Context: an optimization exercise on an open-source flow, tuned for small area, a short achievable clock period and few clock cycles per item. The choices shown serve that exercise and are no tape-out recipe.
Where RTL was checked, it was by simulation tests only, not by an equivalence proof against the original.
The RTL of runs 2 to 4 was laid out without a check of its function.
Power is estimated from default activity; no workload was simulated.

## run.sh

```bash
#!/bin/bash
# synth_recipe.tcl (not shown) runs the flow's synth.tcl, then flattens the netlist and writes it again
# the make line also repeats each setting of config.mk as NAME=value (left out here)
make -C /OpenROAD-flow-scripts/flow DESIGN_CONFIG=/design/flow/config.mk WORK_HOME=/design/flow/orfs CLKGATE_MAP_FILE= SYNTH_SCRIPT=/design/flow/synth_recipe.tcl finish
```

## config.mk

```make
export PLATFORM = sky130hd
export DESIGN_NAME = cordic_park_engine
export DESIGN_NICKNAME = cordic_park_engine
export VERILOG_FILES = /design/flow/design.v
export SDC_FILE = /design/flow/constraint.sdc
export NUM_CORES = 4
export LEC_CHECK = 0
export ABC_CLOCK_PERIOD_IN_PS = 5000
export CAP_MARGIN = 20
export CORE_MARGIN = 2
export CORE_UTILIZATION = 40
export SETUP_SLACK_MARGIN = 5
export SLEW_MARGIN = 20
```

## constraint.sdc

```tcl
create_clock -name core_clock -period 10.0 [get_ports {clk}]
set_input_delay 2.0000 -clock core_clock [delete_from_list [all_inputs] [get_ports {clk}]]
set_output_delay 2.0000 -clock core_clock [all_outputs]
set_load 0.01 [all_outputs]
```

## design.v

```verilog
module cordic_park_engine #(
  parameter int WIDTH       = 16,
  parameter int ANGLE_WIDTH = 16,
  parameter int ITERATIONS  = 14,
  parameter int GUARD_BITS  = 3,
  parameter int GAIN_BITS   = 15,
  parameter int TAG_WIDTH   = 2,
  parameter int MPS         = 1
) (
  input  logic                          clk,
  input  logic                          rst,
  input  logic                          in_valid,
  output logic                          in_ready,
  input  logic                          mode,
  input  logic signed [WIDTH-1:0]       in_x,
  input  logic signed [WIDTH-1:0]       in_y,
  input  logic [ANGLE_WIDTH-1:0]        angle,
  input  logic [TAG_WIDTH-1:0]          in_tag,
  output logic                          out_valid,
  input  logic                          out_ready,
  output logic signed [WIDTH-1:0]       out_x,
  output logic signed [WIDTH-1:0]       out_y,
  output logic [TAG_WIDTH-1:0]          out_tag,
  output logic                          busy
);
  localparam int XW = WIDTH + 2 + GUARD_BITS;
  localparam int ZW = ANGLE_WIDTH + 1;
  localparam int SH = GAIN_BITS + GUARD_BITS;
  localparam int PW = XW + GAIN_BITS + 1;
  localparam int NS = (ITERATIONS + MPS - 1) / MPS;
  function automatic logic [ZW-1:0] atan_entry(input int i);
    case (i)
      0:  atan_entry = ZW'(8192);
      1:  atan_entry = ZW'(4836);
      2:  atan_entry = ZW'(2555);
      3:  atan_entry = ZW'(1297);
      4:  atan_entry = ZW'(651);
      5:  atan_entry = ZW'(326);
      6:  atan_entry = ZW'(163);
      7:  atan_entry = ZW'(81);
      8:  atan_entry = ZW'(41);
      9:  atan_entry = ZW'(20);
      10: atan_entry = ZW'(10);
      11: atan_entry = ZW'(5);
      12: atan_entry = ZW'(3);
      13: atan_entry = ZW'(1);
      default: atan_entry = '0;
    endcase
  endfunction
  function automatic int zw_at(input int i);
    case (i)
      0: zw_at = 15;  1: zw_at = 14;  2: zw_at = 14;  3: zw_at = 13;  4: zw_at = 12;
      5: zw_at = 11;  6: zw_at = 10;  7: zw_at = 9;   8: zw_at = 8;   9: zw_at = 7;
      10: zw_at = 6;  11: zw_at = 5;  12: zw_at = 4;  13: zw_at = 3;  default: zw_at = 1;
    endcase
  endfunction
  localparam int                     K_INT = 19898;
  localparam logic signed [GAIN_BITS:0] K  = (GAIN_BITS + 1)'(K_INT);
  localparam logic signed [ZW-1:0]   P_Q   = ZW'(64'd1 << (ANGLE_WIDTH - 2));
  localparam logic signed [PW-1:0]   HALF  = PW'(64'd1 << (SH - 1));
  localparam logic signed [PW-1:0]   MAXV  = PW'((64'd1 << (WIDTH - 1)) - 64'd1);
  localparam logic signed [PW-1:0]   MINV  = -MAXV - PW'(1);
  function automatic logic signed [WIDTH-1:0] sat(input logic signed [PW-1:0] v);
    if (v > MAXV) sat = MAXV[WIDTH-1:0];
    else if (v < MINV) sat = MINV[WIDTH-1:0];
    else sat = v[WIDTH-1:0];
  endfunction
  function automatic logic signed [WIDTH-1:0] scale(input logic signed [XW-1:0] v);
    logic signed [PW-1:0] w, t3, p;
    w  = PW'(v);
    t3 = w + (w <<< 1);
    p  = (w <<< 14) + (t3 <<< 10) + (w <<< 9) - (w <<< 6) - (t3 <<< 1) + HALF;
    scale = sat(p >>> SH);
  endfunction
  logic en;
  logic                          v0_q;
  logic                          m0_q;
  logic signed [WIDTH-1:0]       x0_q, y0_q;
  logic [ANGLE_WIDTH-1:0]        a0_q;
  logic [TAG_WIDTH-1:0]          t0_q;
  always_ff @(posedge clk or posedge rst) begin
    if (rst) v0_q <= 1'b0;
    else if (en) v0_q <= in_valid;
  end
  always_ff @(posedge clk) begin
    if (en) begin
      m0_q <= mode;
      x0_q <= in_x;
      y0_q <= in_y;
      a0_q <= angle;
      t0_q <= in_tag;
    end
  end
  logic signed [ANGLE_WIDTH-1:0] phi;
  logic signed [ZW-1:0]          phi_ext, zp;
  logic signed [XW-1:0]          xin, yin, xp, yp;
  always_comb begin
    phi     = m0_q ? $signed(a0_q) : $signed(-a0_q);
    phi_ext = ZW'(phi);
    xin     = XW'(x0_q) <<< GUARD_BITS;
    yin     = XW'(y0_q) <<< GUARD_BITS;
    xp      = xin;
    yp      = yin;
    zp      = phi_ext;
    if (phi_ext >= P_Q) begin
      xp = -yin;
      yp = xin;
      zp = phi_ext - P_Q;
    end else if (phi_ext < -P_Q) begin
      xp = yin;
      yp = -xin;
      zp = phi_ext + P_Q;
    end
  end
  logic signed [XW-1:0] xs_q [1:NS];
  logic signed [XW-1:0] ys_q [1:NS];
  logic signed [ZW-1:0] zs_q [1:NS];   
  logic [TAG_WIDTH-1:0] ts_q [1:NS];
  logic                 vs_q [1:NS];
  for (genvar s = 1; s <= NS; s++) begin : g_stage
    logic signed [XW-1:0] xi, yi, xo, yo;
    logic signed [ZW-1:0] zi, zo;
    logic [TAG_WIDTH-1:0] ti;
    logic                 vi;
    if (s == 1) begin : g_first
      assign xi = xp;
      assign yi = yp;
      assign zi = zp;
      assign ti = t0_q;
      assign vi = v0_q;
    end else begin : g_next
      assign xi = xs_q[s-1];
      assign yi = ys_q[s-1];
      assign zi = zs_q[s-1];
      assign ti = ts_q[s-1];
      assign vi = vs_q[s-1];
    end
    always_comb begin
      logic signed [XW-1:0] x, y, xsh, ysh, xn, yn;
      logic                 sub;
      logic signed [ZW-1:0] z;
      x = xi;
      y = yi;
      z = zi;
      for (int i = (s - 1) * MPS; i < s * MPS && i < ITERATIONS; i++) begin
        sub = !z[ZW-1];
        xsh = x >>> i;
        ysh = y >>> i;
        xn  = x + (ysh ^ {XW{sub}}) + XW'(sub);
        yn  = y + (xsh ^ {XW{!sub}}) + XW'(!sub);
        z   = z + ($signed(atan_entry(i)) ^ {ZW{sub}}) + ZW'(sub);
        x   = xn;
        y   = yn;
      end
      xo = x;
      yo = y;
      zo = z;
    end
    always_ff @(posedge clk or posedge rst) begin
      if (rst) vs_q[s] <= 1'b0;
      else if (en) vs_q[s] <= vi;
    end
    localparam int ZR = zw_at(s * MPS);
    logic signed [ZR-1:0] zr_q;
    always_ff @(posedge clk) begin
      if (en) begin
        xs_q[s] <= xo;
        ys_q[s] <= yo;
        zr_q    <= zo[ZR-1:0];
        ts_q[s] <= ti;
      end
    end
    assign zs_q[s] = ZW'(zr_q);
  end
  logic signed [WIDTH-1:0] rx, ry;
  assign rx = scale(xs_q[NS]);
  assign ry = scale(ys_q[NS]);
  logic                    ov_q, kv_q;
  logic signed [WIDTH-1:0] ox_q, oy_q, kx_q, ky_q;
  logic [TAG_WIDTH-1:0]    ot_q, kt_q;
  logic                    take;
  assign en   = !kv_q;
  assign take = ov_q && out_ready;
  always_ff @(posedge clk or posedge rst) begin
    if (rst) begin
      ov_q <= 1'b0;
      kv_q <= 1'b0;
    end else if (kv_q) begin
      if (take) kv_q <= 1'b0;
    end else if (!ov_q || take) begin
      ov_q <= vs_q[NS];
    end else if (vs_q[NS]) begin
      kv_q <= 1'b1;
    end
  end
  always_ff @(posedge clk) begin
    if (kv_q) begin
      if (take) begin
        ox_q <= kx_q;
        oy_q <= ky_q;
        ot_q <= kt_q;
      end
    end else if (!ov_q || take) begin
      if (vs_q[NS]) begin
        ox_q <= rx;
        oy_q <= ry;
        ot_q <= ts_q[NS];
      end
    end else if (vs_q[NS]) begin
      kx_q <= rx;
      ky_q <= ry;
      kt_q <= ts_q[NS];
    end
  end
  logic any_v;
  always_comb begin
    any_v = v0_q | ov_q | kv_q;
    for (int s = 1; s <= NS; s++) any_v = any_v | vs_q[s];
  end
  assign in_ready  = !kv_q && !rst;
  assign out_valid = ov_q;
  assign busy      = any_v;
  assign out_x     = ox_q;
  assign out_y     = oy_q;
  assign out_tag   = ot_q;
endmodule
```

==> out/metrics.csv, run 1 <==
metric,value,unit
number_of_buffers_added_by_the_clock_tree_synthesis_step,100,
syn_to_final_growth,14.7,%
synth_async_sr_flop_share,1.99,%
rows,151,
worstSetupPathType,reg2reg,
worst_min_delay_path_class,reg2reg,
tightestPinTransition,0.974,ns
cts_root_cell,sky130_fd_sc_hd__clkbuf_16,
syn-num-nets,7564,
finalHoldViolations,0,
layout-drive-gt1-share,9.94,%
cap_viol_max_count,0,
final_nets,7881,
vias,48298,
p_leak,31.5,nW
critical_path.n_buffers_inverters,2,
synthDominantCellAreaShare,37.0,%
detail_route.first_pass.iterations,7,
timing.slew.headroom,34.6,%
grt_max_degree,164,
maxClockFrequency,140,MHz
clock_sink_count,855,
synth.most_common_cell,sky130_fd_sc_hd__ha_1,
number_of_storage_elements_in_the_synthesis_netlist,855,
clk_transition_reported_paths,0.06,ns
critPathMaxFanout,8,
synthCells,6515,
placeableCoreArea,0.169,mm^2
cts_max_level,3,
synth.top_cells.by_count,"854 x sky130_fd_sc_hd__ha_1, 838 x sky130_fd_sc_hd__edfxtp_1, 708 x sky130_fd_sc_hd__xnor2_1",
cp_data_arrival_time,7.59,ns
io_pins,92,
ys_dominant_reg_cell,sky130_fd_sc_hd__edfxtp_1,
fp.dieH,416,um
route.detailed.vias_per_inst,5.29,
antenna_found_initial,1,
pre_cts_ws,1.86,ns
hpwl,113000,um
outcome,no timing/DRC/antenna violations,
finalWeightedCongestion,0.850,
netlist_top_cells_area,"sky130_fd_sc_hd__edfxtp_1 37%, sky130_fd_sc_hd__ha_1 16%, sky130_fd_sc_hd__xnor2_1 9.1%, sky130_fd_sc_hd__xor2_1 4.8%, sky130_fd_sc_hd__fa_1 4.1%",
setup.worst_path.start_class,register,
syn_area_cell,10.4,um^2
synthDistinctLibCells,85,
worst_slack,2.85,ns
yosysTopAreaCell,sky130_fd_sc_hd__edfxtp_1,
detail_route_antenna_nets,0,
clk_latency,0.75,ns
clock_skew,0.0415,ns
global_route.overflow_total,0,
finalWirelength,150000,um
power_per_cell_area,96.7,mW/mm^2
initial_core_util,40.2,%
cpPeakStageDelay,0.52,ns
mappedNetlistArea,0.0680,mm^2
drt-wirelength-per-cell,16.4,um
endpoint_kind,register,
drv_slew,0,
critical_path.slowest_cell,sky130_fd_sc_hd__fa_1,
grt_pass1_wl,245000,um
num-fill-cells,15394,
period_minus_slack,7.15,ns
synth_sequential_area_ratio,37.6,%
grt_pass1_vias,48264,
rsz0062_at_grt,true,
drc,0,
die_width,416,um
synth_enable_flop_cells,838,
cts.path.max_buffers,3,
setup_tns,0,ns
ir_worst_vdd,0.122,mV
io_buffer_count,91,
clock_tree_from_tritoncts,done,
top_family_by_delay_on_critical_path,compound AO/OA/AOI/OAI gates,
fp.dieArea,0.173,mm^2
global_route.usage.total,17.0,%
worst_ep_required_time,10.45,ns
final_period_utilization,71.5,%
finalSetupViolCount,0,
yosys_warnings,6,
drt_first_iter_violations,2671,
power breakdown:
| part | internal [mW] | switching [mW] |
|---|---|---|
| clock network | 2.07 | 1.57 |
| logic | 0.0185 | 0.00494 |
| registers | 3.88 | 0.000151 |
cell usage in the layout, fill, tap and decap left out, drive strengths merged, types with 208 or more instances in the layout:
cell / count
ha: 854
xnor2: 708
a21oi: 511
o21ai: 256
buf: 210
nor2: 382
inv: 484
nand2: 336
xor2: 369
nor3: 208
edfxtp: 838
area by class of cell:
type / instances / area, um^2 / area share [%]
inverter: 481 / 1820 / 2.33
timing repair buffer: 306 / 2820 / 3.61
clock inverter: 67 / 679 / 0.871
tap: 2218 / 2780 / 3.56
antenna: 1 / 2.50 / 0.00321
clock buffer: 114 / 2550 / 3.28
sequential: 855 / 25600 / 32.8
multi-input combinational: 5088 / 41700 / 53.5
repair_timing:
| item | CTS | global route |
|---|---|---|
| pin swaps | 108 | 94 |
| gates resized for setup | 163 | 112 |
| gates cloned | 6 | 6 |
| endpoints found under the setup margin | 100 | 82 |
| setup buffers | 114 | 56 |
| endpoints found under the hold margin | 0 | 0 |
| hold buffers | 0 | 0 |
final timing paths:
path	cells after the start	slack, ns	startpoint	endpoint
min	0	0.41	g_stage[1].zr_q[1]	g_stage[2].zr_q[1]
max	31	2.85	xs_q[14][1]	ox_q[1]
min in group asynchronous	2	1.69	rst	vs_q[14]
min reg2reg	0	0.41	g_stage[1].zr_q[1]	g_stage[2].zr_q[1]
max reg2reg	31	2.85	xs_q[14][1]	ox_q[1]
max in group asynchronous	2	7.87	rst	kv_q
metrics by stage:
stage / utilization (%) / cell area, um^2 / power (mW) / cells / hold WS (ns)
floorplan: - / 68300 / 3.95 / 6515 / 0.400
global placement: 42.5 / 71900 / 3.98 / 8763 / 0.401
detailed placement: 42.5 / 71900 / 3.98 / 8765 / 0.405
CTS: 45.5 / 76900 / 7.66 / 9066 / 0.417
global route: 46.1 / 78000 / 7.79 / 9130 / 0.423
finish: 46.1 / 78000 / 7.54 / 9130 / 0.415
flip-flops by register name, summed over array words and instances (netlist names), 2 cells and up:
| signal | flops |
|---|---|
| t0_q | 2 |
| x0_q | 16 |
| ky_q | 16 |
| ox_q | 16 |
| a0_q | 16 |
| oy_q | 16 |
| ot_q | 2 |
| vs_q | 14 |
| xs_q | 288 |
| kx_q | 16 |
| ts_q | 28 |
| ys_q | 289 |
| y0_q | 16 |
| g_stage.zr_q | 114 |
| kt_q | 2 |
cell families (layout without fill, tap and decap cells):
logic type / count (synthesis) / in the layout / share of synthesized area [%]
other cells: 0 / 1 / 0
buf+inv: 577 / 968 / 3.21
compound gates: 1535 / 1538 / 14.7
fa+ha+maj: 994 / 994 / 19.8
flops: 855 / 855 / 37.6
mux: 39 / 39 / 0.631
simple gates: 1438 / 1440 / 10.1
xor+xnor: 1077 / 1077 / 13.9
worst register-to-register path: cells and delay by family, from the launching register on:
family / cells / cell delay (ns)
buffers and inverters: 2 / 0.29
adders and majority gates: 6 / 1.97
xor gates and xnor gates: 2 / 0.36
AOI/OAI and AO/OA: 20 / 3.40
and+or+nand+nor: 1 / 0.36
DFF: 1 / 0.50
per-layer routing:
metal | global-route usage (%) | vias to the layer above | share of wire (%)
li1 | - | 24440 | -
met1 | 20.9 | 22862 | 44
met2 | 30.9 | 756 | 50
met3 | 2.17 | 240 | 3.1
met4 | 5.22 | 0 | 2.8
met5 | 0 | - | 0
Testbench counts, summed over its fixed seeds: cycles 2,528, items 2,400.
==> run 2, diff against run 1 <==
--- a/design.v
+++ b/design.v
@@ -5,7 +5,7 @@
   parameter int GUARD_BITS  = 3,
   parameter int GAIN_BITS   = 15,
   parameter int TAG_WIDTH   = 2,
-  parameter int MPS         = 1
+  parameter int MPS         = 2
 ) (
   input  logic                          clk,
   input  logic                          rst,
==> run 2 against run 1 <==
  * Still clean on timing, DRC and antenna
  * Sequential share of layout area shrank 14 points
  * Clock skew increased by 0.0051 ns
  * Flip-flop and latch count shrank 368
  * Register-to-register slack worse by 0.62 ns
  * Global-route usage is 3.4 points higher
  * Via count is 2.7% higher
==> out/metrics.csv, run 2 <==
metric,value,unit,change
min_delay_worst_endpoint,ts_q[4][1],,was g_stage[2].zr_q[1]
critical_path.slowest_cell,sky130_fd_sc_hd__or4_4,,was sky130_fd_sc_hd__fa_1
worst_ep_required_time,10.41,ns,was 10.45 ns
critPathMaxFanout,7,,was 8
layout-drive-gt1-share,32.0,%,was 9.94%
io_buffer_count,91,,unchanged
outcome,no timing/DRC/antenna violations,,unchanged
io_pins,92,,unchanged
worst_min_delay_path_class,reg2reg,,unchanged
hpwl,107000,um,was 113000 um
vias,49602,,was 48298
synthDominantCellAreaShare,25.0,%,was 37.0%
cts.path.max_buffers,3,,unchanged
ys_dominant_reg_cell,sky130_fd_sc_hd__edfxtp_1,,unchanged
synth.most_common_cell,sky130_fd_sc_hd__ha_1,,unchanged
fp.dieArea,0.146,mm^2,was 0.173 mm^2
grt_max_degree,147,,was 164
ir_worst_vdd,0.141,mV,was 0.122 mV
final_period_utilization,77.7,%,was 71.5%
number_of_storage_elements_in_the_synthesis_netlist,487,,was 855
syn-num-nets,7236,,was 7564
yosys_warnings,6,,unchanged
critical_path.reg2reg.endpoint,ys_q[1][20],,was ox_q[1]
final_cell_mix,"725 x sky130_fd_sc_hd__ha_1, 716 x sky130_fd_sc_hd__buf_4, 600 x sky130_fd_sc_hd__xnor2_1",,"was 838 x sky130_fd_sc_hd__edfxtp_1, 834 x sky130_fd_sc_hd__ha_1, 703 x sky130_fd_sc_hd__xnor2_1"
rows,138,,was 151
yosysTopAreaCell,sky130_fd_sc_hd__edfxtp_1,,unchanged
finalWirelength,160000,um,was 150000 um
cp_data_arrival_time,8.17,ns,was 7.59 ns
depth_of_the_worst_register_to_register_path,39,,was 31
cpPeakStageDelay,0.56,ns,was 0.52 ns
detail_route_antenna_nets,0,,unchanged
cts_max_level,2,,was 3
period_minus_slack,7.77,ns,was 7.15 ns
drt-wirelength-per-cell,17.5,um,was 16.4 um
synth.top_cells.by_count,"849 x sky130_fd_sc_hd__ha_1, 767 x sky130_fd_sc_hd__xnor2_1, 532 x sky130_fd_sc_hd__a21oi_1",,"was 854 x sky130_fd_sc_hd__ha_1, 838 x sky130_fd_sc_hd__edfxtp_1, 708 x sky130_fd_sc_hd__xnor2_1"
stdcell_count,9164,,was 9130
rsz0062_at_grt,true,,unchanged
endpoint_kind,register,,unchanged
antenna-diode-count,0,,was 1
finalWeightedCongestion,0.871,,was 0.850
min_delay_path_depth,0,,unchanged
detail_route.first_pass.iterations,5,,was 7
p_leak,33.5,nW,was 31.5 nW
syn_area_cell,9.25,um^2,was 10.4 um^2
clk_transition_reported_paths,0.06,ns,about the same
worstSetupPathType,reg2reg,,unchanged
reg2reg_setup_slack,2.23,ns,was 2.85 ns
die_width,382,um,was 416 um
biggestRegsByFlops,"xs_q: 145 flops, ys_q: 145 flops, g_stage.zr_q: 54 flops",,"was ys_q: 289 flops, xs_q: 288 flops, g_stage.zr_q: 114 flops"
synth_sequential_area_ratio,25.4,%,was 37.6%
setup_tns,0,ns,unchanged
synthCells,6191,,was 6515
fp.dieH,382,um,was 416 um
timing.slew.headroom,32.0,%,was 34.6%
grt_pass1_vias,48967,,was 48264
mappedNetlistArea,0.0573,mm^2,was 0.0680 mm^2
final_nets,8270,,was 7881
setup.worst_path.start_class,register,,unchanged
layout.cells.most_common,sky130_fd_sc_hd__ha_1,,was sky130_fd_sc_hd__edfxtp_1
cap_viol_max_count,0,,unchanged
tightestPinTransition,1.02,ns,was 0.974 ns
clock_tree_from_tritoncts,done,,unchanged
netlist_top_cells_area,"sky130_fd_sc_hd__edfxtp_1 25%, sky130_fd_sc_hd__ha_1 19%, sky130_fd_sc_hd__xnor2_1 12%, sky130_fd_sc_hd__fa_1 4.9%, sky130_fd_sc_hd__a21oi_1 4.6%",,"was sky130_fd_sc_hd__edfxtp_1 37%, sky130_fd_sc_hd__ha_1 16%, sky130_fd_sc_hd__xnor2_1 9.1%, sky130_fd_sc_hd__xor2_1 4.8%, sky130_fd_sc_hd__fa_1 4.1%"
syn_to_final_growth,38.2,%,was 14.7%
cts_root_cell,sky130_fd_sc_hd__clkbuf_16,,unchanged
cts_hold_buf,0,,unchanged
number_of_buffers_added_by_the_clock_tree_synthesis_step,60,,was 100
timing.rr.start,a0_q[1],,was xs_q[14][1]
finalHoldViolations,0,,unchanged
global_route.usage.total,20.4,%,was 17.0%
holdCritStartpoint,ts_q[3][1],,was g_stage[1].zr_q[1]
drv_slew,0,,unchanged
post-place-cells,8113,,was 8765
synth_enable_flop_cells,477,,was 838
clock_skew,0.0465,ns,was 0.0415 ns
clk_latency,0.69,ns,was 0.75 ns
grt_pass1_wl,248000,um,was 245000 um
initial_core_util,40.4,%,was 40.2%
antenna_found_initial,0,,was 1
drc,0,,unchanged
power_per_cell_area,56.3,mW/mm^2,was 96.7 mW/mm^2
synthDistinctLibCells,100,,was 85
maxClockFrequency,129,MHz,was 140 MHz
finalSetupViolCount,0,,unchanged
route.detailed.vias_per_inst,5.41,,was 5.29
global_route.overflow_total,0,,unchanged
clock_sink_count,487,,was 855
placeableCoreArea,0.142,mm^2,was 0.169 mm^2
synth_async_sr_flop_share,2.05,%,was 1.99%
totalPowerFinal,4.45,mW,was 7.54 mW
drt_first_iter_violations,2374,,was 2671
-- run 2: changes by cell type after synthesis, sizes merged, moves of 33 or more --
| cell | before | now |
|---|---|---|
| edfxtp | 838 | 477 |
| xor2 | 369 | 260 |
| nor3 | 208 | 134 |
| o21ai | 255 | 321 |
| o21a | 32 | 93 |
| xnor2 | 708 | 768 |
| nand2 | 334 | 285 |
| a21o | 174 | 221 |
| nor2b | 41 | 85 |
| nand3 | 150 | 117 |
-- run 2: area by class of cell --
type | count | area, um^2
Timing Repair Buffer | 1050 | 9600
Clock buffer | 69 | 1540
Tap cell | 1890 | 2360
Fill cell | 11912 | 62800
Inverter | 493 | 1940
Multi-Input combinational cell | 5130 | 48700
Sequential cell | 487 | 14600
Clock inverter | 42 | 428
Timing Repair inverter | 3 | 33.8
-- run 2: per-layer routing --
layer | global-route usage (%) | part of all wire [%] | vias up
met1 | 24.4 | 42 | 23965
met3 | 1.72 | 2.8 | 310
li1 | - | - | 24468
met4 | 6.50 | 3.6 | 0
met2 | 38.1 | 52 | 859
met5 | 0 | 0 | -
-- run 2: logic make-up (layout without fill, tap and decap cells) --
| logic type | count (synthesis) | count (layout) | synth area share, % |
|---|---|---|---|
| AOI/OAI and AO/OA | 1703 | 1703 | 19.1 |
| and+or+nand+nor | 1351 | 1357 | 11.5 |
| xor gates and xnor gates | 1028 | 1028 | 15.7 |
| adders and majority gates | 992 | 992 | 23.5 |
| buffers and inverters | 580 | 1657 | 3.82 |
| DFF | 487 | 487 | 25.4 |
| muxes | 50 | 50 | 0.937 |
-- run 2: power by group --
| part | switching, mW | total [mW] | internal, mW |
|---|---|---|---|
| clock | 0.942 | 2.22 | 1.28 |
| combinational | 0.00408 | 0.0226 | 0.0185 |
| sequential | 0.000156 | 2.21 | 2.21 |
-- run 2: per-stage QoR --
step           setup WS (ns)  util, %  cell area, um^2  hold slack, ns
2_1_floorplan           2.36        -            58200           0.400
3_3_place_gp            1.20     43.2            61300           0.401
3_5_place_dp            1.05     43.2            61300           0.407
4_1_cts                 2.13     51.9            73600           0.421
5_1_grt                 1.92     55.8            79200           0.421
6_report                2.23     55.8            79200           0.418
-- run 2: what timing repair did --
item / CTS / global route
gates resized for setup: 1065 / 678
setup endpoints to repair: 320 / 251
buffers inserted: 623 / 293
cloned: 24 / 0
pin swaps: 671 / 668
-- run 2: how the worst max path moves through the flow --
stage / startpoint / endpoint / slack, ns / depth (start not counted)
floorplan: a0_q[0] / ys_q[1][20] / 2.36 / 40
global placement: a0_q[0] / xs_q[1][19] / 1.20 / 40
detailed placement: a0_q[0] / xs_q[1][19] / 1.05 / 40
CTS: a0_q[0] / xs_q[1][17] / 2.13 / 36
global route: a0_q[0] / xs_q[1][17] / 1.92 / 38
finish: a0_q[1] / ys_q[1][20] / 2.23 / 39
-- run 2: critical path: cells and delay by family (launching register included) --
family / cells / cell delay [ns]
AO/OA/AOI/OAI: 12 / 1.78
AND/OR/NAND/NOR: 17 / 3.49
flip-flops: 1 / 0.46
buffers and inverters: 3 / 0.43
adder cells (fa/ha/maj): 3 / 0.68
XOR/XNOR: 4 / 0.65
==> run 3, diff against run 2 <==
--- a/design.v
+++ b/design.v
@@ -47,13 +47,6 @@
       default: atan_entry = '0;
     endcase
   endfunction
-  function automatic int zw_at(input int i);
-    case (i)
-      0: zw_at = 15;  1: zw_at = 14;  2: zw_at = 14;  3: zw_at = 13;  4: zw_at = 12;
-      5: zw_at = 11;  6: zw_at = 10;  7: zw_at = 9;   8: zw_at = 8;   9: zw_at = 7;
-      10: zw_at = 6;  11: zw_at = 5;  12: zw_at = 4;  13: zw_at = 3;  default: zw_at = 1;
-    endcase
-  endfunction
   localparam int                     K_INT = 19898;
   localparam logic signed [GAIN_BITS:0] K  = (GAIN_BITS + 1)'(K_INT);
   localparam logic signed [ZW-1:0]   P_Q   = ZW'(64'd1 << (ANGLE_WIDTH - 2));
@@ -66,11 +59,9 @@
     else sat = v[WIDTH-1:0];
   endfunction
   function automatic logic signed [WIDTH-1:0] scale(input logic signed [XW-1:0] v);
-    logic signed [PW-1:0] w, t3, p;
-    w  = PW'(v);
-    t3 = w + (w <<< 1);
-    p  = (w <<< 14) + (t3 <<< 10) + (w <<< 9) - (w <<< 6) - (t3 <<< 1) + HALF;
-    scale = sat(p >>> SH);
+    logic signed [PW-1:0] p;
+    p = PW'(v) * PW'(K);
+    scale = sat((p + HALF) >>> SH);
   endfunction
   logic en;
   logic                          v0_q;
@@ -114,7 +105,7 @@
   end
   logic signed [XW-1:0] xs_q [1:NS];
   logic signed [XW-1:0] ys_q [1:NS];
-  logic signed [ZW-1:0] zs_q [1:NS];   
+  logic signed [ZW-1:0] zs_q [1:NS];
   logic [TAG_WIDTH-1:0] ts_q [1:NS];
   logic                 vs_q [1:NS];
   for (genvar s = 1; s <= NS; s++) begin : g_stage
@@ -160,17 +151,14 @@
       if (rst) vs_q[s] <= 1'b0;
       else if (en) vs_q[s] <= vi;
     end
-    localparam int ZR = zw_at(s * MPS);
-    logic signed [ZR-1:0] zr_q;
     always_ff @(posedge clk) begin
       if (en) begin
         xs_q[s] <= xo;
         ys_q[s] <= yo;
-        zr_q    <= zo[ZR-1:0];
+        zs_q[s] <= zo;
         ts_q[s] <= ti;
       end
     end
-    assign zs_q[s] = ZW'(zr_q);
   end
   logic signed [WIDTH-1:0] rx, ry;
   assign rx = scale(xs_q[NS]);
--- a/config.mk
+++ b/config.mk
@@ -5,9 +5,7 @@
 export SDC_FILE = /design/flow/constraint.sdc
 export NUM_CORES = 4
 export LEC_CHECK = 0
-export ABC_CLOCK_PERIOD_IN_PS = 5000
 export CAP_MARGIN = 20
 export CORE_MARGIN = 2
 export CORE_UTILIZATION = 40
-export SETUP_SLACK_MARGIN = 5
 export SLEW_MARGIN = 20
==> run 3 against run 2 <==
  * Die area is 19% higher
  * Flip-flop and latch count up 48
  * Design area shrank 6.4%
  * Worst hold slack is essentially flat
  * Still clean
  * Cell count is 5.8% higher
  * Total power is 11% higher
  * Critical path depth fell by 6
  * Clock skew down 0.013 ns
  * Register-to-register slack lost 1.1 ns
  * Global-route usage down 2.2 points
  * Largest power group unchanged
  * First-iteration DRC count rose by 12%
  * Setup slack worse by 1.1 ns
==> out/metrics.csv, run 3 <==
metric,value,unit,change
cap_viol_max_count,0,,unchanged
number_of_storage_elements_in_the_synthesis_netlist,535,,was 487
critPathMaxFanout,36,,was 7
drv_slew,0,,unchanged
synth.most_common_cell,sky130_fd_sc_hd__ha_1,,unchanged
outcome,no timing/DRC/antenna violations,,unchanged
detail_route.first_pass.iterations,5,,unchanged
mappedNetlistArea,0.0681,mm^2,was 0.0573 mm^2
timing.rr.start,a0_q[9],,was a0_q[1]
hpwl,131000,um,was 107000 um
layout-drive-gt1-share,3.81,%,was 32.0%
final_nets,8782,,was 8270
holdCritStartpoint,ts_q[6][0],,was ts_q[3][1]
antenna_found_initial,0,,unchanged
grt_pass1_vias,52071,,was 48967
rsz0062_at_grt,false,,was true
min_delay_worst_endpoint,ts_q[7][0],,was ts_q[4][1]
ir_worst_vdd,0.109,mV,was 0.141 mV
maxClockFrequency,113,MHz,was 129 MHz
timing.slew.headroom,17.6,%,was 32.0%
number_of_buffers_added_by_the_clock_tree_synthesis_step,68,,was 60
route.detailed.vias_per_inst,5.44,,was 5.41
cp_data_arrival_time,9.23,ns,was 8.17 ns
endpoint_kind,register,,unchanged
drt_first_iter_violations,2667,,was 2374
min_delay_path_depth,0,,unchanged
clock_skew,0.0337,ns,was 0.0465 ns
global_route.overflow_total,0,,unchanged
final_period_utilization,88.3,%,was 77.7%
die_width,417,um,was 382 um
antenna-diode-count,0,,unchanged
finalHoldViolations,0,,unchanged
synth.top_cells.by_count,"1009 x sky130_fd_sc_hd__ha_1, 768 x sky130_fd_sc_hd__xnor2_1, 655 x sky130_fd_sc_hd__inv_1",,"was 849 x sky130_fd_sc_hd__ha_1, 767 x sky130_fd_sc_hd__xnor2_1, 532 x sky130_fd_sc_hd__a21oi_1"
biggestRegsByFlops,"xs_q: 145 flops, ys_q: 145 flops, zs_q: 102 flops",,"was xs_q: 145 flops, ys_q: 145 flops, g_stage.zr_q: 54 flops"
finalSetupViolCount,0,,unchanged
rows,151,,was 138
drc,0,,unchanged
fp.dieArea,0.174,mm^2,was 0.146 mm^2
worst_slack,1.17,ns,was 2.23 ns
synth_enable_flop_cells,525,,was 477
netlist_top_cells_area,"sky130_fd_sc_hd__edfxtp_1 23%, sky130_fd_sc_hd__ha_1 19%, sky130_fd_sc_hd__xnor2_1 9.9%, sky130_fd_sc_hd__fa_1 8.6%, sky130_fd_sc_hd__xor2_1 4.0%",,"was sky130_fd_sc_hd__edfxtp_1 25%, sky130_fd_sc_hd__ha_1 19%, sky130_fd_sc_hd__xnor2_1 12%, sky130_fd_sc_hd__fa_1 4.9%, sky130_fd_sc_hd__a21oi_1 4.6%"
fp.dieH,417,um,was 382 um
synth_sequential_area_ratio,23.5,%,was 25.4%
stdcell_count,9697,,was 9164
worst_ep_required_time,10.40,ns,was 10.41 ns
synth_async_sr_flop_share,1.87,%,was 2.05%
p_leak,31.4,nW,was 33.5 nW
setup_tns,0,ns,unchanged
cts.path.max_buffers,3,,unchanged
power_per_cell_area,66.8,mW/mm^2,was 56.3 mW/mm^2
critical_path.reg2reg.endpoint,ys_q[1][20],,unchanged
cts_max_level,3,,was 2
clock_sink_count,535,,was 487
clk_transition_reported_paths,0.06,ns,about the same
critical_path.slowest_cell,sky130_fd_sc_hd__nor4_1,,was sky130_fd_sc_hd__or4_4
tightestPinTransition,1.24,ns,was 1.02 ns
initial_core_util,40.2,%,was 40.4%
syn_area_cell,9.32,um^2,was 9.25 um^2
placement.cell_area,0.0719,mm^2,was 0.0613 mm^2
post-place-cells,9573,,was 8113
layout.cells.most_common,sky130_fd_sc_hd__ha_1,,unchanged
finalWirelength,160000,um,about the same
clk_latency,0.68,ns,was 0.69 ns
synthCells,7313,,was 6191
period_minus_slack,8.83,ns,was 7.77 ns
grt_pass1_wl,263000,um,was 248000 um
pre_cts_ws,0.904,ns,was 1.05 ns
worst_min_delay_path_class,reg2reg,,unchanged
vias,52710,,was 49602
io_buffer_count,91,,unchanged
grt_max_degree,188,,was 147
io_pins,92,,unchanged
placeableCoreArea,0.169,mm^2,was 0.142 mm^2
final_cell_mix,"1009 x sky130_fd_sc_hd__ha_1, 768 x sky130_fd_sc_hd__xnor2_1, 654 x sky130_fd_sc_hd__inv_1",,"was 725 x sky130_fd_sc_hd__ha_1, 716 x sky130_fd_sc_hd__buf_4, 600 x sky130_fd_sc_hd__xnor2_1"
synthDominantCellAreaShare,23.1,%,was 25.0%
global_route.usage.total,18.2,%,was 20.4%
finalWeightedCongestion,0.921,,was 0.871
num-fill-cells,16395,,was 11912
worstSetupPathType,reg2reg,,unchanged
setup.worst_path.start_class,register,,unchanged
yosys_warnings,6,,unchanged
reg2reg_setup_slack,1.17,ns,was 2.23 ns
cpPeakStageDelay,0.63,ns,was 0.56 ns
syn_to_final_growth,8.83,%,was 38.2%
syn-num-nets,8668,,was 7236
clock_tree_from_tritoncts,done,,unchanged
cts_root_cell,sky130_fd_sc_hd__clkbuf_16,,unchanged
ys_dominant_reg_cell,sky130_fd_sc_hd__edfxtp_1,,unchanged
synthDistinctLibCells,100,,unchanged
detail_route_antenna_nets,0,,unchanged
yosysTopAreaCell,sky130_fd_sc_hd__edfxtp_1,,unchanged
drt-wirelength-per-cell,16.5,um,was 17.5 um
depth_of_the_worst_register_to_register_path,33,,was 39
post-route-cell-area,0.0741,mm^2,was 0.0792 mm^2
## run 3: kinds of logic after synthesis
group | Yosys count | share of synthesized area, %
compound gates | 1849 | 17.8
simple gates | 1725 | 12.3
fa+ha+maj | 1300 | 27.1
mux | 76 | 1.23
buf+inv | 748 | 4.17
flops | 535 | 23.5
xor+xnor | 1080 | 13.9
## run 3: worst max path at each step
| stage | endpoint | startpoint | cells past startpoint | slack, ns |
|---|---|---|---|---|
| 2_1_floorplan | ys_q[1][19] | a0_q[3] | 39 | 0.69 |
| 3_3_place_gp | xs_q[1][20] | a0_q[9] | 33 | 1.17 |
| 3_5_place_dp | xs_q[1][20] | a0_q[9] | 33 | 0.90 |
| 4_1_cts | xs_q[1][20] | a0_q[9] | 33 | 0.88 |
| 5_1_grt | xs_q[1][20] | a0_q[7] | 38 | 0.12 |
| 6_report | ys_q[1][20] | a0_q[9] | 33 | 1.17 |
## run 3: final cells by class
cell class	count	area [um^2]	area share, %
multi-input combinational	6031	49400	66.6
inverter	661	2490	3.36
clock inverter	44	465	0.628
tap	2218	2780	3.74
timing repair buffer	130	1230	1.66
clock buffer	78	1780	2.40
sequential	535	16000	21.6
## run 3: power by group
part           switching (mW)  internal [mW]
sequential           0.000126           2.43
clock                    1.03           1.47
combinational         0.00432         0.0185
total                    1.03           3.92
## run 3: what timing repair did
action / CTS / global route
resized for setup: 0 / 2
hold buffers: 0 / 0
buffers inserted: 0 / 0
hold endpoints to repair: 0 / 0
setup endpoints to repair: 0 / 5
## run 3: per-stage QoR
step	total power, mW	utilization [%]	hold slack, ns
detailed placement	2.50	42.5	0.406
CTS	5.05	43.8	0.421
floorplan	2.48	-	0.400
finish	4.95	43.8	0.417
global placement	2.50	42.5	0.404
global route	5.12	43.8	0.434
## run 3: routing by layer
| layer | vias to the layer above | GRT usage [%] | part of all wire (%) |
|---|---|---|---|
| met2 | 724 | 33.1 | 50 |
| met3 | 216 | 1.95 | 2.6 |
| met4 | 0 | 4.90 | 2.7 |
| li1 | 26657 | - | - |
| met5 | - | 0 | 0 |
| met1 | 25113 | 22.7 | 45 |
## run 3: critical path, delay by kind of cell, from the launching register on
family,cells,cell delay [ns]
and+or+nand+nor,13,2.93
adders and majority gates,3,0.92
xor gates and xnor gates,4,0.85
AOI/OAI and AO/OA,11,2.95
DFF,1,0.42
buffers and inverters,2,0.49
==> run 4, diff against run 3 <==
--- a/design.v
+++ b/design.v
@@ -5,7 +5,7 @@
   parameter int GUARD_BITS  = 3,
   parameter int GAIN_BITS   = 15,
   parameter int TAG_WIDTH   = 2,
-  parameter int MPS         = 2
+  parameter int MPS         = 3
 ) (
   input  logic                          clk,
   input  logic                          rst,
==> run 4 against run 3 <==
  * Highest routed layer unchanged
  * Still clean
  * Setup slack got worse by 0.96 ns
  * Clock power fell by 19%
  * Critical path type unchanged
  * Sequential power fell by 23%
  * Sequential share of layout area fell by 3.9 points
  * Fmax fell by 9.8%
==> out/metrics.csv, run 4 <==
metric,value,unit,change
ys_dominant_reg_cell,sky130_fd_sc_hd__edfxtp_1,,unchanged
drv_slew,0,,unchanged
worst_slack,0.205,ns,was 1.17 ns
synth_enable_flop_cells,407,,was 525
layout-drive-gt1-share,7.12,%,was 3.81%
die_width,400,um,was 417 um
worst_min_delay_path_class,reg2reg,,unchanged
drt_first_iter_violations,2137,,was 2667
num-fill-cells,14982,,was 16395
clock_sink_count,415,,was 535
power_per_cell_area,56.1,mW/mm^2,was 66.8 mW/mm^2
rsz0062_at_grt,true,,was false
synth_async_sr_flop_share,1.93,%,was 1.87%
biggestRegsByFlops,"xs_q: 105 flops, ys_q: 105 flops, zs_q: 68 flops",,"was xs_q: 145 flops, ys_q: 145 flops, zs_q: 102 flops"
ir_worst_vdd,0.135,mV,was 0.109 mV
final_core_util,44.9,%,was 43.8%
worstSetupPathType,reg2reg,,unchanged
cap_viol_max_count,0,,unchanged
critPathMaxFanout,6,,was 36
syn-num-nets,8330,,was 8668
route.detailed.vias_per_inst,5.25,,was 5.44
synthDistinctLibCells,99,,was 100
synthCells,6991,,was 7313
drt-wirelength-per-cell,15.4,um,was 16.5 um
cts_root_cell,sky130_fd_sc_hd__clkbuf_16,,unchanged
number_of_buffers_added_by_the_clock_tree_synthesis_step,55,,was 68
clock_tree_from_tritoncts,done,,unchanged
p_leak,30.6,nW,was 31.4 nW
grt_max_degree,103,,was 188
syn_area_cell,8.99,um^2,was 9.32 um^2
rows,145,,was 151
placeableCoreArea,0.156,mm^2,was 0.169 mm^2
detail_route_antenna_nets,0,,unchanged
io_pins,92,,unchanged
syn_to_final_growth,11.5,%,was 8.83%
initial_core_util,40.2,%,about the same
global_route.usage.total,17.6,%,was 18.2%
synthDominantCellAreaShare,19.4,%,was 23.1%
area_of_the_multi_input_gates,0.0479,mm^2,was 0.0494 mm^2
cp_data_arrival_time,10.16,ns,was 9.23 ns
drc,0,,unchanged
grt_pass1_wl,238000,um,was 263000 um
grt_pass1_vias,49054,,was 52071
worst_ep_required_time,10.37,ns,was 10.40 ns
critical_path.slowest_cell,sky130_fd_sc_hd__edfxtp_1,,was sky130_fd_sc_hd__nor4_1
timing.slew.headroom,30.3,%,was 17.6%
number_of_storage_elements_in_the_synthesis_netlist,415,,was 535
clock_skew,0.0728,ns,was 0.0337 ns
cts_max_level,2,,was 3
synth.top_cells.by_count,"971 x sky130_fd_sc_hd__ha_1, 808 x sky130_fd_sc_hd__xnor2_1, 766 x sky130_fd_sc_hd__inv_1",,"was 1009 x sky130_fd_sc_hd__ha_1, 768 x sky130_fd_sc_hd__xnor2_1, 655 x sky130_fd_sc_hd__inv_1"
setup.worst_path.start_class,register,,unchanged
hpwl,121000,um,was 131000 um
final_period_utilization,98.0,%,was 88.3%
final_nets,8571,,was 8782
vias,48991,,was 52710
finalHoldViolations,0,,unchanged
antenna-diode-count,0,,unchanged
synth.most_common_cell,sky130_fd_sc_hd__ha_1,,unchanged
cpPeakStageDelay,0.43,ns,was 0.63 ns
timing.critical_path.mode_cell,sky130_fd_sc_hd__a21oi_2,,
finalWeightedCongestion,0.877,,was 0.921
layout.cells.most_common,sky130_fd_sc_hd__ha_1,,unchanged
antenna_found_initial,0,,unchanged
netlist_top_cells_area,"sky130_fd_sc_hd__edfxtp_1 19%, sky130_fd_sc_hd__ha_1 19%, sky130_fd_sc_hd__xnor2_1 11%, sky130_fd_sc_hd__fa_1 10%, sky130_fd_sc_hd__inv_1 4.6%",,"was sky130_fd_sc_hd__edfxtp_1 23%, sky130_fd_sc_hd__ha_1 19%, sky130_fd_sc_hd__xnor2_1 9.9%, sky130_fd_sc_hd__fa_1 8.6%, sky130_fd_sc_hd__xor2_1 4.0%"
pre_cts_ws,-0.00667,ns,was 0.904 ns
maxClockFrequency,102,MHz,was 113 MHz
yosysTopAreaCell,sky130_fd_sc_hd__edfxtp_1,,unchanged
fp.dieH,400,um,was 417 um
outcome,no timing/DRC/antenna violations,,unchanged
mappedNetlistArea,0.0629,mm^2,was 0.0681 mm^2
tightestPinTransition,1.05,ns,was 1.24 ns
area.sequential,0.0124,mm^2,was 0.0160 mm^2
global_route.overflow_total,0,,unchanged
clk_transition_reported_paths,0.06,ns,about the same
io_buffer_count,91,,unchanged
synth_sequential_area_ratio,19.8,%,was 23.5%
endpoint_kind,register,,unchanged
fp.dieArea,0.160,mm^2,was 0.174 mm^2
finalWirelength,144000,um,was 160000 um
clk_latency,0.68,ns,about the same
totalPowerFinal,3.93,mW,was 4.95 mW
fin_worst_hold_slack,0.419,ns,was 0.417 ns
final_cell_mix,"962 x sky130_fd_sc_hd__ha_1, 799 x sky130_fd_sc_hd__xnor2_1, 761 x sky130_fd_sc_hd__inv_1",,"was 1009 x sky130_fd_sc_hd__ha_1, 768 x sky130_fd_sc_hd__xnor2_1, 654 x sky130_fd_sc_hd__inv_1"
cts.path.max_buffers,3,,unchanged
detail_route.first_pass.iterations,5,,unchanged
period_minus_slack,9.80,ns,was 8.83 ns
yosys_warnings,6,,unchanged
cts_hold_buf,0,,unchanged
finalSetupViolCount,0,,unchanged
[run 4: changes by cell type after synthesis, moves of 33 or more]
| cell | delta |
|---|---|
| sky130_fd_sc_hd__edfxtp_1 | -118 |
| sky130_fd_sc_hd__inv_1 | +111 |
| sky130_fd_sc_hd__xor2_1 | -71 |
| sky130_fd_sc_hd__a21oi_1 | -70 |
| sky130_fd_sc_hd__o21a_1 | +63 |
| sky130_fd_sc_hd__nor2_1 | +59 |
| sky130_fd_sc_hd__nand2_1 | -44 |
| sky130_fd_sc_hd__xnor2_1 | +40 |
| sky130_fd_sc_hd__nor3_1 | -39 |
| sky130_fd_sc_hd__ha_1 | -38 |
| sky130_fd_sc_hd__a21o_1 | -35 |
| sky130_fd_sc_hd__o21ai_0 | -33 |
[run 4: layer usage]
| layer | global-route usage [%] | routed length (um) | vias up |
|---|---|---|---|
| met2 | 33.9 | 74600 | 550 |
| met1 | 20.6 | 62500 | 23087 |
| li1 | - | - | 25146 |
| met3 | 1.49 | 3150 | 208 |
| met5 | 0 | 0 | - |
| met4 | 4.76 | 3820 | 0 |
[run 4: critical path, delay by kind of cell (launching register included)]
family | cells | cell delay, ns
flip-flops | 1 | 0.43
adder cells (fa/ha/maj) | 4 | 1.17
buffers and inverters | 4 | 0.37
XOR/XNOR | 3 | 0.36
AND/OR/NAND/NOR | 10 | 1.77
AO/OA/AOI/OAI | 31 | 5.39
[run 4: logic make-up (layout without fill, tap and decap cells)]
logic type / Yosys count / in the layout / synth area share, %
compound gates: 1693 / 1693 / 17.7
simple gates: 1616 / 1616 / 12.2
fa+ha+maj: 1285 / 1285 / 29.3
xor+xnor: 1052 / 1052 / 14.7
buf+inv: 867 / 1152 / 5.20
flops: 415 / 415 / 19.8
mux: 63 / 63 / 1.09
[run 4: layout make-up]
| class | instances | share of cell area (%) |
|---|---|---|
| flip-flops and latches | 415 | 17.7 |
| inverters | 774 | 4.19 |
| repair buffers | 277 | 3.41 |
| clock inverters | 39 | 0.634 |
| clock buffers | 62 | 2.00 |
| well taps | 2058 | 3.67 |
| multi-input cells | 5709 | 68.4 |
[run 4: through the flow]
stage          area (um^2)  instances  TNS (ns)
6_report             70100       9334         0
5_1_grt              70100       9334     -1.05
4_1_cts              69100       9290         0
3_5_place_dp         67300       9188  -0.00667
3_3_place_gp         67300       9188         0
2_1_floorplan        63100       6991    -0.166
[run 4: timing repair]
item / 4_1_cts / 5_1_grt
setup endpoints to repair: 2 / 37
buffers inserted: 1 / 46
resized for setup: 3 / 138
pin swaps: 1 / 72
[run 4: worst paths after layout]
path,from,endpoint,slack (ns),cells after the start
max,a0_q[8],ys_q[1][20],0.20,52
min,ts_q[4][1],ts_q[5][1],0.42,0
max reg2reg,a0_q[8],ys_q[1][20],0.20,52
min reg2reg,ts_q[4][1],ts_q[5][1],0.42,0
max in group asynchronous,rst,vs_q[2],8.13,2
min in group asynchronous,rst,ov_q,1.62,2
[run 4: power by group]
group          switching (mW)  internal, mW  total, mW
Sequential           0.000160          1.88       1.88
Combinational         0.00455        0.0185     0.0231
Clock                   0.846          1.18       2.02
Total                   0.851          3.08       3.93

## static timing again, ports no longer ideal
The results above use ideal ports. As a check the final layouts listed here were re-extracted and re-timed, cells and wires unchanged.
Step 1, drivers: a clkbuf_16 drives clk and a buf_2 each remaining input, both assumed.
Step 2 also shifts input and output timing later by t, the mid clock arrival at the registers, as if the neighbouring blocks saw the same clock.
Slacks: ideal ports / drivers / drivers and shift; pairs: ideal ports / drivers.
run | shift t [ns] | setup WS [ns] | pins driven straight from the clock port
run 1 | 0.805 | 2.855 / 2.855 / 2.855 | 1
run 2 | 0.741 | 2.235 / 2.235 / 2.235 | 1
run 3 | 0.739 | 1.166 / 1.166 / 1.166 | 1
run 4 | 0.724 | 0.205 / 0.205 / 0.205 | 1
After both steps setup and hold are still met in every run listed.
